Background: an optimization exercise with open tools, aiming at small area and few clock cycles per item. Do not read the settings as production practice. In this exercise RTL edits were held to simulation tests only and were not proved equivalent to the original.

// cordic_pipe
module cordic_pipe #(
    parameter int unsigned DATA_WIDTH  = 16,
    parameter int unsigned ANGLE_WIDTH = 32,
    parameter int unsigned ITERATIONS  = 16,
    parameter int unsigned GUARD_BITS  = 2,
    parameter int unsigned TAG_WIDTH   = 8
) (
    input  logic                    i_clk,
    input  logic                    i_resetn,
    input  logic                    i_valid,
    output logic                    o_inReady,
    input  logic                    i_mode,
    input  logic [DATA_WIDTH-1:0]   i_xIn,
    input  logic [DATA_WIDTH-1:0]   i_yIn,
    input  logic [ANGLE_WIDTH-1:0]  i_angle,
    input  logic [TAG_WIDTH-1:0]    i_tag,
    output logic                    o_valid,
    input  logic                    i_outReady,
    output logic [DATA_WIDTH+1:0]   o_xOut,
    output logic [DATA_WIDTH+1:0]   o_yOut,
    output logic [ANGLE_WIDTH-1:0]  o_zOut,
    output logic [TAG_WIDTH-1:0]    o_tag,
    output logic                    o_mode
);
Settings: LEC_CHECK=0, CAP_MARGIN=20, CORE_MARGIN=2, CORE_UTILIZATION=40, SLEW_MARGIN=20; clock period 5.0 ns.
run.sh (not shown) runs the stock make flow with config.mk's settings and CLKGATE_MAP_FILE= SYNTH_SCRIPT=/design/flow/synth_recipe.tcl, a recipe that flattens the netlist after the stock synthesis.
Testbench counts at the start, summed over its fixed seeds: cycles 8,128, items 8,000.
Rerun with:
CORE_UTILIZATION = 75   (was 40)
CTS_BUF_LIST = sky130_fd_sc_hd__clkbuf_4 sky130_fd_sc_hd__clkbuf_8   (was not set)
CTS_CLUSTER_SIZE = 30   (was not set)
The changed run ran to the end with no violations.
Area after synthesis stays the same.
Utilization goes up by 38 points.
Critical path depth goes down by 2.
Wire length goes up by 11%.
Design area goes down by 3.1%.
Worst hold slack got worse by 0.011 ns.
Rerun with:
CORE_UTILIZATION = 65   (was 75)
CTS_BUF_LIST = sky130_fd_sc_hd__clkbuf_16   (was sky130_fd_sc_hd__clkbuf_4 sky130_fd_sc_hd__clkbuf_8)
CTS_CLUSTER_DIAMETER = 120   (was not set)
CTS_CLUSTER_SIZE = 22   (was 30)
GPL_ROUTABILITY_DRIVEN = 0   (was not set)
GPL_TIMING_DRIVEN = 0   (was not set)
What happened:
- routed wire length is lower by 12%
- clock skew is lower by 0.022 ns
- synthesized cell count stays the same
- core utilization is lower by 13 points
- clock-buffer cell count is lower by 202
Rerun with:
CTS_BUF_LIST = sky130_fd_sc_hd__clkbuf_4 sky130_fd_sc_hd__clkbuf_8   (was sky130_fd_sc_hd__clkbuf_16)
CTS_CLUSTER_DIAMETER = not set   (was 120)
CTS_CLUSTER_SIZE = not set   (was 22)
Outcome: Design area came out higher by 2.2%; register-to-register slack is worse by 0.04 ns; count of clock-buffer cells in the layout rose by 220; global-route usage increases by 0.57 points; setup slack gains 0.011 ns; final cell count came out higher by about 3%; wire length came out higher by about 1.8%; fmax is about the same; synthesized cell count is unchanged; via count is higher by about 1.8%.


job 3885:
cordic_pipe again, from the RTL that the note above started with.
## cordic_pipe
module cordic_pipe #(
    parameter int unsigned DATA_WIDTH  = 16,
    parameter int unsigned ANGLE_WIDTH = 32,
    parameter int unsigned ITERATIONS  = 16,
    parameter int unsigned GUARD_BITS  = 2,
    parameter int unsigned TAG_WIDTH   = 8
) (
    input  logic                    i_clk,
    input  logic                    i_resetn,
    input  logic                    i_valid,
    output logic                    o_inReady,
    input  logic                    i_mode,
    input  logic [DATA_WIDTH-1:0]   i_xIn,
    input  logic [DATA_WIDTH-1:0]   i_yIn,
    input  logic [ANGLE_WIDTH-1:0]  i_angle,
    input  logic [TAG_WIDTH-1:0]    i_tag,
    output logic                    o_valid,
    input  logic                    i_outReady,
    output logic [DATA_WIDTH+1:0]   o_xOut,
    output logic [DATA_WIDTH+1:0]   o_yOut,
    output logic [ANGLE_WIDTH-1:0]  o_zOut,
    output logic [TAG_WIDTH-1:0]    o_tag,
    output logic                    o_mode
);
clock: 5.0 ns
lec_check: 0
cap_margin: 20
core_margin: 2
core_utilization: 65
cts_buf_list: sky130_fd_sc_hd__clkbuf_16
cts_cluster_diameter: 150
cts_cluster_size: 30
gpl_routability_driven: 0
gpl_timing_driven: 0
slew_margin: 20
Having completed the whole flow, job 3885 delivered a layout that passed the timing, DRC and antenna checks.
Testbench counts of job 3885, summed over its fixed seeds: cycles 8,128, items 8,000.
diff inputs: job 3885 => job 6236
Settings: CTS_BUF_LIST now sky130_fd_sc_hd__clkbuf_4 sky130_fd_sc_hd__clkbuf_8, was sky130_fd_sc_hd__clkbuf_16; GPL_TIMING_DRIVEN no longer set, was 0; CTS_CLUSTER_SIZE no longer set, was 30; GPL_ROUTABILITY_DRIVEN no longer set, was 0; CORE_UTILIZATION now 60, was 65; CTS_CLUSTER_DIAMETER no longer set, was 150.
Findings:
Delta (job 6236 minus job 3885): worst path required time higher; sequential cell area share decreased 1.8 points; post-route worst setup slack rose by 0.15 ns.
Going from job 3885 to job 6236, met1 wire length went up 9000 um; final design instance area without fill grew by 4000 um2.
> inputs changed (job 6236 -> job 7019)
Settings: CTS_BUF_LIST: sky130_fd_sc_hd__clkbuf_4 sky130_fd_sc_hd__clkbuf_8 -> unset.
==> run summary <==
Comparing job 6236 against job 7019, there is no change at all in clock tree buffer depth.
Sort job 6236 and job 7019 by clock skew after layout, descending, and job 6236 comes first.
Job 6236 -> job 7019: die span in y delta 0, exact match
Final worst slack is lower on job 7019
Job 7019 reports a higher smallest hold slack than job 6236 does.

[what the ideal ports hide]
The results above use ideal ports. As a check the final layouts listed here were re-extracted and re-timed, cells and wires unchanged.
Step 1 (the two cells are an assumption about what drives the block):
set clk [get_ports {i_clk}]
set_driving_cell -lib_cell sky130_fd_sc_hd__clkbuf_16 $clk
set_driving_cell -lib_cell sky130_fd_sc_hd__buf_2 [delete_from_list [all_inputs] $clk]
Step 2 times the ports against the registers' clock, not the clock port: input delays grow and output delays shrink by t, the midpoint of the rising clock arrivals with the driver on.
Slacks: ideal ports / drivers / drivers and shift; pairs: ideal ports / drivers.
run	shift t [ns]	setup slack, ns	hold WS [ns]	worst slew at a driven data input, ns	cell pins on the clock port's net
the first run of note 1	0.883	0.218 / 0.281 / -0.602	0.414 / 0.414 / 0.414	0.07	1
the second run of note 1	0.971	0.157 / 0.208 / -0.763	0.404 / 0.404 / 0.404	0.09	1
the third run of note 1	0.758	0.156 / 0.180 / -0.545	0.413 / 0.413 / 0.413	0.09	1
the fourth run of note 1	0.985	0.167 / 0.160 / -0.764	0.410 / 0.410 / 0.410	0.08	1
job 3885	0.754	0.115 / 0.159 / -0.596	0.423 / 0.423 / 0.423	0.09	1
job 6236	0.995	0.266 / 0.317 / -0.678	0.369 / 0.369 / 0.369	0.08	1
job 7019	0.849	0.214 / 0.272 / -0.577	0.409 / 0.409 / 0.409	0.06	1
Met with ideal ports but missed after step 2: setup timing in every run listed. For job 6236, which loses most, drivers alone change the setup slack by +0.051 ns; drivers and shift together by -0.944 ns.
